What follows belongs to an exercise in optimizing a design on an open flow for small area, a short achievable clock period and few clock cycles per item; a production flow would make more cautious choices. Function was checked by simulation only, so behaviour that the tests miss may differ from the original. Power is estimated from default activity; no workload was simulated.

==> flow/design.v <==
package tiler_pkg;
  localparam int unsigned ARRAY_WIDTH  = 12;
  localparam int unsigned ARRAY_HEIGHT = 4;
  localparam int unsigned PIPE_REGS    = 3;
  localparam int unsigned TILE         = ARRAY_HEIGHT * (PIPE_REGS + 1);
  localparam int unsigned ELEM_BYTES   = 2;
  localparam int unsigned SIZE_W     = 16;
  localparam int unsigned MULT_A_W   = 16;
  localparam int unsigned MULT_B_W   = 32;
  localparam int unsigned PROD_W     = MULT_A_W + MULT_B_W;
  localparam int unsigned MULT_CNT_W = $clog2(MULT_A_W);
  typedef logic [SIZE_W-1:0]     size_t;
  typedef logic [31:0]           word_t;
  typedef logic [PROD_W-1:0]     prod_t;
  typedef logic [MULT_CNT_W-1:0] mult_cnt_t;
  typedef enum logic [2:0] {
    MATMUL, GEMM, ADDMAX, ADDMIN, MULMAX, MULMIN, MAXMIN
  } gemm_op_e;
  typedef enum logic [2:0] {
    FLOAT16, FLOAT8, FLOAT16ALT, FLOAT8ALT
  } gemm_fmt_e;
  typedef enum logic [4:0] {
    FMADD  = 5'd0,
    ADD    = 5'd2,
    MUL    = 5'd3,
    MINMAX = 5'd7
  } fpu_op_e;
  typedef enum logic [2:0] {
    RNE = 3'd0,
    RTZ = 3'd1
  } rnd_e;
  typedef enum logic [2:0] {
    FP16    = 3'd2,
    FP8     = 3'd3,
    FP16ALT = 3'd4,
    FP8ALT  = 3'd5
  } fpu_fmt_e;
  typedef struct packed {
    size_t     m_size;
    size_t     k_size;
    size_t     n_size;
    gemm_op_e  gemm_op;
    gemm_fmt_e input_fmt;
  } tiler_cfg_t;
  typedef struct packed {
    size_t      x_rows_iter;
    size_t      x_cols_iter;
    size_t      w_rows_iter;
    size_t      w_cols_iter;
    logic [7:0] x_rows_lftovr;
    logic [7:0] x_cols_lftovr;
    logic [7:0] w_rows_lftovr;
    logic [7:0] w_cols_lftovr;
    logic [7:0] x_buffer_slots;
    word_t      x_d1_stride;
    word_t      x_rows_offs;
    word_t      w_d0_stride;
    word_t      z_d2_stride;
  } tiler_geom_t;
  typedef struct packed {
    fpu_op_e  stage_1_op;
    fpu_op_e  stage_2_op;
    rnd_e     stage_1_rnd;
    rnd_e     stage_2_rnd;
    fpu_fmt_e compute_fmt;
    logic     gemm_selection;
  } tiler_op_sel_t;
  typedef struct packed {
    size_t tot_stores;
    word_t tot_x_read;
    word_t w_tot_len;
    word_t z_tot_len;
  } tiler_counts_t;
  typedef struct packed {
    tiler_geom_t   geom;
    tiler_op_sel_t op_sel;
    tiler_counts_t counts;
  } tiler_result_t;
endpackage
`timescale 1ns/100ps
module tiler_geometry (
  input  tiler_pkg::tiler_cfg_t  cfg_i,
  output tiler_pkg::tiler_geom_t geom_o
);
  tiler_pkg::size_t x_rows_full, x_cols_full, w_cols_full;
  tiler_pkg::size_t x_rows_rem, x_cols_rem, w_cols_rem, w_rows_rem;
  tiler_pkg::size_t slots;
  tiler_pkg::word_t x_stride, w_stride;
  assign x_rows_full = cfg_i.m_size / tiler_pkg::size_t'(tiler_pkg::ARRAY_WIDTH);
  assign x_cols_full = cfg_i.n_size / tiler_pkg::size_t'(tiler_pkg::TILE);
  assign w_cols_full = cfg_i.k_size / tiler_pkg::size_t'(tiler_pkg::TILE);
  assign x_rows_rem = cfg_i.m_size % tiler_pkg::size_t'(tiler_pkg::ARRAY_WIDTH);
  assign x_cols_rem = cfg_i.n_size % tiler_pkg::size_t'(tiler_pkg::TILE);
  assign w_cols_rem = cfg_i.k_size % tiler_pkg::size_t'(tiler_pkg::TILE);
  assign w_rows_rem = cfg_i.n_size % tiler_pkg::size_t'(tiler_pkg::ARRAY_HEIGHT);
  assign geom_o.x_rows_iter = x_rows_full + tiler_pkg::size_t'(x_rows_rem != '0);
  assign geom_o.x_cols_iter = x_cols_full + tiler_pkg::size_t'(x_cols_rem != '0);
  assign geom_o.w_cols_iter = w_cols_full + tiler_pkg::size_t'(w_cols_rem != '0);
  assign geom_o.w_rows_iter = (w_rows_rem == '0) ? cfg_i.n_size :
      cfg_i.n_size + tiler_pkg::size_t'(tiler_pkg::ARRAY_HEIGHT) - w_rows_rem;
  assign geom_o.x_rows_lftovr = x_rows_rem[7:0];
  assign geom_o.x_cols_lftovr = x_cols_rem[7:0];
  assign geom_o.w_cols_lftovr = w_cols_rem[7:0];
  assign geom_o.w_rows_lftovr = w_rows_rem[7:0];
  assign slots = (x_cols_rem + tiler_pkg::size_t'(tiler_pkg::ARRAY_HEIGHT - 1))
               / tiler_pkg::size_t'(tiler_pkg::ARRAY_HEIGHT)
               * tiler_pkg::size_t'(tiler_pkg::ARRAY_HEIGHT);
  assign geom_o.x_buffer_slots = slots[7:0];
  assign x_stride = tiler_pkg::word_t'(tiler_pkg::ELEM_BYTES) * tiler_pkg::word_t'(cfg_i.n_size);
  assign w_stride = tiler_pkg::word_t'(tiler_pkg::ELEM_BYTES) * tiler_pkg::word_t'(cfg_i.k_size);
  assign geom_o.x_d1_stride = x_stride;
  assign geom_o.x_rows_offs = tiler_pkg::word_t'(tiler_pkg::ARRAY_WIDTH) * x_stride;
  assign geom_o.w_d0_stride = w_stride;
  assign geom_o.z_d2_stride = tiler_pkg::word_t'(tiler_pkg::ARRAY_WIDTH) * w_stride;
endmodule
`timescale 1ns/100ps
module tiler_op_decode (
  input  tiler_pkg::tiler_cfg_t    cfg_i,
  output tiler_pkg::tiler_op_sel_t op_sel_o
);
  always_comb begin
    op_sel_o.stage_2_op     = tiler_pkg::MINMAX;
    op_sel_o.stage_1_op     = tiler_pkg::MINMAX;
    op_sel_o.stage_1_rnd    = tiler_pkg::RTZ;
    op_sel_o.stage_2_rnd    = tiler_pkg::RNE;
    op_sel_o.gemm_selection = (cfg_i.gemm_op != tiler_pkg::MATMUL);
    case (cfg_i.gemm_op)
      tiler_pkg::MATMUL, tiler_pkg::GEMM: begin
        op_sel_o.stage_1_op  = tiler_pkg::FMADD;
        op_sel_o.stage_1_rnd = tiler_pkg::RNE;
      end
      tiler_pkg::ADDMAX, tiler_pkg::ADDMIN: begin
        op_sel_o.stage_1_op  = tiler_pkg::ADD;
        op_sel_o.stage_1_rnd = tiler_pkg::RNE;
      end
      tiler_pkg::MULMAX, tiler_pkg::MULMIN: begin
        op_sel_o.stage_1_op  = tiler_pkg::MUL;
        op_sel_o.stage_1_rnd = tiler_pkg::RNE;
      end
      default: ;
    endcase
    if (cfg_i.gemm_op == tiler_pkg::ADDMAX || cfg_i.gemm_op == tiler_pkg::MULMAX) begin
      op_sel_o.stage_2_rnd = tiler_pkg::RTZ;
    end
    case (cfg_i.input_fmt)
      tiler_pkg::FLOAT16:    op_sel_o.compute_fmt = tiler_pkg::FP16;
      tiler_pkg::FLOAT8:     op_sel_o.compute_fmt = tiler_pkg::FP8;
      tiler_pkg::FLOAT16ALT: op_sel_o.compute_fmt = tiler_pkg::FP16ALT;
      default:               op_sel_o.compute_fmt = tiler_pkg::FP8ALT;
    endcase
  end
endmodule
`timescale 1ns/100ps
module tiler_seq_mult (
  input  logic                              clk_int,
  input  logic                              rst_ni,
  input  logic                              clear_i,
  input  logic                              start_i,
  input  logic [tiler_pkg::MULT_A_W-1:0]    a_i,
  input  logic [tiler_pkg::MULT_B_W-1:0]    b_i,
  output logic                              busy_o,
  output logic                              done_o,
  output tiler_pkg::prod_t                  prod_o
);
  logic                           busy_q, done_q;
  tiler_pkg::mult_cnt_t           cnt_q;
  logic [tiler_pkg::MULT_A_W-1:0] a_q;
  tiler_pkg::prod_t               b_q, acc_q;
  logic                           last_bit;
  assign last_bit = (cnt_q == tiler_pkg::mult_cnt_t'(tiler_pkg::MULT_A_W - 1));
  always_ff @(posedge clk_int or negedge rst_ni) begin
    if (!rst_ni) begin
      busy_q <= 1'b0;
      done_q <= 1'b0;
      cnt_q  <= '0;
    end else if (clear_i) begin
      busy_q <= 1'b0;
      done_q <= 1'b0;
      cnt_q  <= '0;
    end else begin
      done_q <= busy_q & last_bit;
      if (start_i) begin
        busy_q <= 1'b1;
        cnt_q  <= '0;
      end else if (busy_q) begin
        cnt_q <= cnt_q + 1'b1;
        if (last_bit) begin
          busy_q <= 1'b0;
        end
      end
    end
  end
  always_ff @(posedge clk_int) begin
    if (start_i) begin
      a_q   <= a_i;
      b_q   <= tiler_pkg::prod_t'(b_i);
      acc_q <= '0;
    end else if (busy_q) begin
      if (a_q[0]) begin
        acc_q <= acc_q + b_q;
      end
      a_q <= a_q >> 1;
      b_q <= b_q << 1;
    end
  end
  assign busy_o = busy_q;
  assign done_o = done_q;
  assign prod_o = acc_q;
endmodule
`timescale 1ns/100ps
module tiler_product_seq (
  input  logic                      clk_int,
  input  logic                      rst_ni,
  input  logic                      clear_i,
  input  logic                      go_i,
  input  tiler_pkg::tiler_geom_t    geom_i,
  output logic                      done_o,
  output tiler_pkg::tiler_counts_t  counts_o
);
  typedef enum logic [1:0] {
    IDLE, STEP1, STEP2, STEP3
  } state_e;
  state_e                         state_q;
  logic                           start_q, done_q;
  logic                           mult_start, mult_done;
  logic [tiler_pkg::MULT_A_W-1:0] mult_a;
  logic [tiler_pkg::MULT_B_W-1:0] mult_b;
  tiler_pkg::prod_t               mult_prod;
  tiler_pkg::word_t               p1_q, x_read_q, w_len_q;
  assign mult_start = (state_q == IDLE && go_i) || start_q;
  always_comb begin
    case (state_q)
      STEP2: begin
        mult_a = geom_i.x_cols_iter;
        mult_b = p1_q;
      end
      STEP3: begin
        mult_a = geom_i.w_rows_iter;
        mult_b = p1_q;
      end
      default: begin
        mult_a = geom_i.x_rows_iter;
        mult_b = tiler_pkg::word_t'(geom_i.w_cols_iter);
      end
    endcase
  end
  tiler_seq_mult u_mult (
    .clk_int (clk_int),
    .rst_ni  (rst_ni),
    .clear_i (clear_i),
    .start_i (mult_start),
    .a_i     (mult_a),
    .b_i     (mult_b),
    .busy_o  (),
    .done_o  (mult_done),
    .prod_o  (mult_prod)
  );
  always_ff @(posedge clk_int or negedge rst_ni) begin
    if (!rst_ni) begin
      state_q <= IDLE;
      start_q <= 1'b0;
      done_q  <= 1'b0;
    end else if (clear_i) begin
      state_q <= IDLE;
      start_q <= 1'b0;
      done_q  <= 1'b0;
    end else begin
      start_q <= 1'b0;
      done_q  <= 1'b0;
      case (state_q)
        IDLE:  if (go_i) state_q <= STEP1;
        STEP1: if (mult_done) begin
          state_q <= STEP2;
          start_q <= 1'b1;
        end
        STEP2: if (mult_done) begin
          state_q <= STEP3;
          start_q <= 1'b1;
        end
        STEP3: if (mult_done) begin
          state_q <= IDLE;
          done_q  <= 1'b1;
        end
        default: state_q <= IDLE;
      endcase
    end
  end
  always_ff @(posedge clk_int) begin
    if (mult_done) begin
      case (state_q)
        STEP1:   p1_q     <= mult_prod[31:0];
        STEP2:   x_read_q <= mult_prod[31:0];
        STEP3:   w_len_q  <= mult_prod[31:0];
        default: ;
      endcase
    end
  end
  assign done_o              = done_q;
  assign counts_o.tot_stores = p1_q[tiler_pkg::SIZE_W-1:0];
  assign counts_o.tot_x_read = x_read_q;
  assign counts_o.w_tot_len  = w_len_q;
  assign counts_o.z_tot_len  = tiler_pkg::word_t'(tiler_pkg::ARRAY_WIDTH) * p1_q;
endmodule
`timescale 1ns/100ps
module tiler_top (
  input  logic                      clk_int,
  input  logic                      rst_ni,
  input  logic                      clear_i,
  input  logic                      start_i,
  input  logic [53:0]               cfg_i,
  output logic                      ready_o,
  output logic                      valid_o,
  output logic [363:0]              result_o
);
  tiler_pkg::tiler_cfg_t    req_q;
  tiler_pkg::tiler_geom_t   geom;
  tiler_pkg::tiler_op_sel_t op_sel;
  tiler_pkg::tiler_counts_t counts;
  tiler_pkg::tiler_result_t result_q;
  logic                     busy_q, go_q, valid_q;
  logic                     accept, seq_done;
  assign accept  = start_i && !busy_q;
  assign ready_o = !busy_q;
  always_ff @(posedge clk_int) begin
    if (accept) begin
      req_q <= tiler_pkg::tiler_cfg_t'(cfg_i);
    end
  end
  tiler_geometry u_geometry (
    .cfg_i  (req_q),
    .geom_o (geom)
  );
  tiler_op_decode u_op_decode (
    .cfg_i    (req_q),
    .op_sel_o (op_sel)
  );
  tiler_product_seq u_product_seq (
    .clk_int  (clk_int),
    .rst_ni   (rst_ni),
    .clear_i  (clear_i),
    .go_i     (go_q),
    .geom_i   (geom),
    .done_o   (seq_done),
    .counts_o (counts)
  );
  always_ff @(posedge clk_int or negedge rst_ni) begin
    if (!rst_ni) begin
      busy_q   <= 1'b0;
      go_q     <= 1'b0;
      valid_q  <= 1'b0;
      result_q <= '0;
    end else if (clear_i) begin
      busy_q   <= 1'b0;
      go_q     <= 1'b0;
      valid_q  <= 1'b0;
      result_q <= '0;
    end else begin
      go_q    <= accept;
      valid_q <= seq_done;
      if (accept) begin
        busy_q <= 1'b1;
      end else if (seq_done) begin
        busy_q   <= 1'b0;
        result_q <= {geom, op_sel, counts};
      end
    end
  end
  assign valid_o  = valid_q;
  assign result_o = result_q;
endmodule
==> flow/run.sh <==
#!/bin/bash
# synth_recipe.tcl (not shown) runs the flow's synth.tcl, then flattens the netlist and writes it again
# the make line also repeats each setting of config.mk as NAME=value (left out here)
make -C /OpenROAD-flow-scripts/flow DESIGN_CONFIG=/design/flow/config.mk WORK_HOME=/design/flow/orfs CLKGATE_MAP_FILE= SYNTH_SCRIPT=/design/flow/synth_recipe.tcl finish
==> flow/config.mk <==
export PLATFORM = sky130hd
export DESIGN_NAME = tiler_top
export DESIGN_NICKNAME = tiler_top
export VERILOG_FILES = /design/flow/design.v
export SDC_FILE = /design/flow/constraint.sdc
export NUM_CORES = 4
export LEC_CHECK = 0
export CAP_MARGIN = 20
export CORE_MARGIN = 2
export CORE_UTILIZATION = 40
export SLEW_MARGIN = 20
==> flow/constraint.sdc <==
create_clock -name core_clock -period 10.0 [get_ports {clk_int}]
set_input_delay 2.0000 -clock core_clock [delete_from_list [all_inputs] [get_ports {clk_int}]]
set_output_delay 2.0000 -clock core_clock [all_outputs]
set_load 0.01 [all_outputs]
==> flow_summary.yaml <==
timing:
  fin_ws_ns: 2.90
  tightest_slew_ns: 1.06
  max_clock_freq_mhz: 141
  finalMaxSlewViolations: 0
  rsz0062_at_grt: "no"
  setup_viol_count_final: 0
  fin_skew_ns: 0.0123
  fin_crit_sh_pct: 71.0
  fin_setup_tns_ns: 0
  final.min_clock_period_ns: 7.10
  worst_slew_margin_rel_pct: 29.5
  hold_ws_ns: 0.443
  finalHoldViolations: 0
synthesis:
  netlist_instances: 2250
  avgSynthCellArea_um2: 10.9
  synth_edf_count: 198
  synth_top_area_cell: "dfrtp_1"
  synth_top_area_share_pct: 26.9
  ys_async_sr_fraction_pct: 53.4
  yosysWarnings: 4
  synth_cell_types: 89
  synthesis.area_mm2: 0.0246
  synth_commonest_cells: "nand2_1 (273), dfrtp_1 (264), edfxtp_1 (198), o21ai_0 (155), a22o_1 (142)"
  synth-seq-cells: 494
  synth_flop_cell: "dfrtp_1"
  ys_seq_area_share_pct: 53.7
  yosysMostFrequentCell: "nand2_1"
  ys_top_cells_by_area: "dfrtp_1 (27%), edfxtp_1 (24%), ha_1 (6.3%)"
layout:
  nets: 2700
  area_growth_pct: 21.4
  n_antenna_cell: 0
  drive_gt1_share_pct: 5.86
die:
  fp.coreArea_mm2: 0.0606
  initial_core_util_pct: 40.5
  std_cell_rows: 90
  die_w_um: 252
  die_h_um: 252
  dieArea_mm2: 0.0634
  ios: 424
placed_design:
  dp_slack_ns: 2.92
  place_hpwl_mm: 47.2
  place_congestion: 0.885
  portBuffers: 326
global_routing:
  overflow: 0
  grt_pass1_vias: 18000
  grtUsageTotal_pct: 20.9
  grt_max_degree: 143
  grt_pass1_wl_mm: 105
  antenna_found_initial: 0
run_status:
  status: "timing/DRC/antenna clean"
detailed_routing:
  firstDrtPassIters: 6
  first_iter_violations: 1275
  wl_per_cell_um: 20.1
  dr_total_vias: 18000
  post-route-drc-count: 0
  antenna_left: 0
  totalWireLength_mm: 67.3
  viasPerCell: 5.40
pwr:
  p_leak_nw: 12.5
  internal-power_mw: 3.82
  power.share.clock_pct: 36.6
  p_switching_mw: 1.64
  p_total_mw: 5.46
  comb_power_share_pct: 18.8
  power.share.switching_pct: 30.1
  ir_worst_vdd_mv: 0.129
  p_per_area_mw_per_mm2: 183
  seqPwrFrac_pct: 44.6
critical_path:
  cp_max_fo: 21
  r2r_slack_ns: 2.90
  cp.required_ns: 10.32
  cp-start-kind: "register"
  cp-end-kind: "register"
  crit_arrival_ns: 7.42
  path_class: "register to register"
cts:
  numCtsBuffers: 54
  cts_tree: "yes"
  clk_pin_slew_ns: 0.06
  cts_root_buffer: "clkbuf_16"
  cts_resized: 0
  clk_path_buf_depth: 3
  htreeDepth: 2
  clock_latency_ns: 0.61
  post_cts_buffers: 0
  ctsHoldBuffers: 0
  clock-sinks: 494
min_path:
  min_path_type: "register to register"
flow_run:
  max_cap_violations: 0
per-layer routing:
| metal | up-vias | routed length, µm | share of wire (%) | global-route usage, % |
|---|---|---|---|---|
| li1 | 8462 | - | - | - |
| met1 | 8930 | 29900 | 45 | 28.2 |
| met2 | 534 | 32000 | 48 | 34.6 |
| met3 | 109 | 3600 | 5.4 | 3.56 |
| met4 | 0 | 1700 | 2.5 | 5.85 |
| met5 | - | 0 | 0 | 0 |
final timing paths:
| path | start | to | depth (start not counted) |
|---|---|---|---|
| min reg2reg | req_q[3]$_DFFE_PP_ | result_q[116]$_DFFE_PN0P_ | 1 |
| min | req_q[3]$_DFFE_PP_ | result_q[116]$_DFFE_PN0P_ | 1 |
| max reg2reg | req_q[52]$_DFFE_PP_ | u_product_seq.u_mult.a_q[4]$_DFFE_PP_ | 20 |
| max in group asynchronous | rst_ni | result_q[128]$_DFFE_PN0P_ | 2 |
| min in group asynchronous | rst_ni | result_q[69]$_DFFE_PN0P_ | 1 |
| max | req_q[52]$_DFFE_PP_ | u_product_seq.u_mult.a_q[4]$_DFFE_PP_ | 20 |
registers in the layout (all words and copies together), names as in the netlist:
signal	cells
u_product_seq.u_mult.acc_q	32
result_q	251
u_product_seq.done_q	1
valid_q	1
u_product_seq.p1_q	32
u_product_seq.u_mult.busy_q	1
go_q	1
u_product_seq.u_mult.b_q	32
req_q	54
u_product_seq.w_len_q	32
u_product_seq.u_mult.a_q	16
u_product_seq.u_mult.cnt_q	4
busy_q	1
u_product_seq.state_q	2
u_product_seq.u_mult.done_q	1
u_product_seq.start_q	1
u_product_seq.x_read_q	32
cell type report:
class                   instances  area [µm²]
clock inverters                31         259
multi-input cells            1542       10100
flip-flops and latches        494       13200
fillers                      5433       30800
well taps                     782         978
repair buffers                346        3450
clock buffers                  70        1520
inverters                      77         289
stage by stage:
stage                     utilization (%)  std cells  area, µm²
after global routing                 49.2       3342      29800
final                                49.2       3342      29800
after detailed placement             46.2       3239      28000
after global placement               46.2       3239      28000
after floorplan                         -       2346      24900
after CTS                            49.2       3340      29800
critical path: stages (launching register included):
cell and delay [ns]:
edfxtp_1 0.76, nand2b_1 0.22, o22ai_1 0.12, a211o_2 0.42
nor3_2 0.74, mux2i_1 0.25, a32oi_2 0.69, nor2_1 0.13
a2111oi_0 0.49, a211oi_1 0.10, a21oi_2 0.69, o21ai_0 0.21
a221oi_1 0.30, ha_1 0.44, ha_1 0.33, inv_1 0.13
or3_1 0.36, a21oi_1 0.15, a21oi_1 0.08, nand2_1 0.09
a31oi_1 0.08
power groups by stage:
stage	Clock [mW]	Sequential, mW	Combinational [mW]
3_5_place_dp	0	2.48	1.02
6_report	2.00	2.44	1.03
2_1_floorplan	0	2.40	0.811
3_3_place_gp	0	2.47	0.997
4_1_cts	2.05	2.44	1.03
5_1_grt	2.13	2.45	1.15
logic make-up (layout without fill, tap and decap cells):
family | count (synthesis) | after routing | share of synthesized area, %
other cells | 1 | 97 | 0.0153
compound gates | 658 | 658 | 18.4
simple gates | 526 | 526 | 9.70
mux | 7 | 7 | 0.295
xor+xnor | 127 | 127 | 4.56
fa+ha+maj | 127 | 127 | 6.59
flops | 494 | 494 | 53.7
buf+inv | 310 | 524 | 6.68
cell usage in the layout, fill, tap and decap left out, types with 10 or more instances in the layout:
master           Yosys  layout
a211oi_1            15      15
a21o_1              33      32
a21oi_1            141     139
a22o_1             142     142
a31oi_1             18      18
and2_1              11      11
buf_4              117      17
clkbuf_16            0      57
clkdlybuf4s50_1      0     325
clkinv_2             0      14
conb_1               1      97
dfrtp_1            264     264
dfxtp_1             32      32
edfxtp_1           198     198
ha_1               123     123
inv_1               76      75
nand2_1            273     272
nand2b_1            11      10
nand3_1             44      44
nand4_1             13      13
nor2_1              86      86
nor2b_1             17      16
nor3_1              20      20
o211ai_1            11      11
o21a_1              12      12
o21ai_0            155     155
o21bai_1            27      27
xnor2_1             83      83
xor2_1              43      43
Testbench counts, summed over its fixed seeds: cycles 28,680, items 512.

[static timing again, ports no longer ideal]
The flow's constraints put no driver on any port. The routed layout listed below was extracted and timed again, unchanged, in two steps. Step 1 assumes that a clkbuf_16 drives the clock port and a buf_2 every other input. Step 2 moves the port delays by t, midway between the first and last clock arrival at a register: inputs arrive t later, outputs are due t later. That takes back most of the time a late clock gives input paths. a / b / c = ideal ports / drivers / drivers and shift; a / b = the first two.
t (ns): 0.661
slack for setup (ns): 2.896 / 2.896 / 2.896
clock arrival spread, ns: 0.013 / 0.013
After both steps setup and hold are still met in this run. For this run, drivers alone change the setup slack by 0.000 ns; drivers and shift together by 0.000 ns.
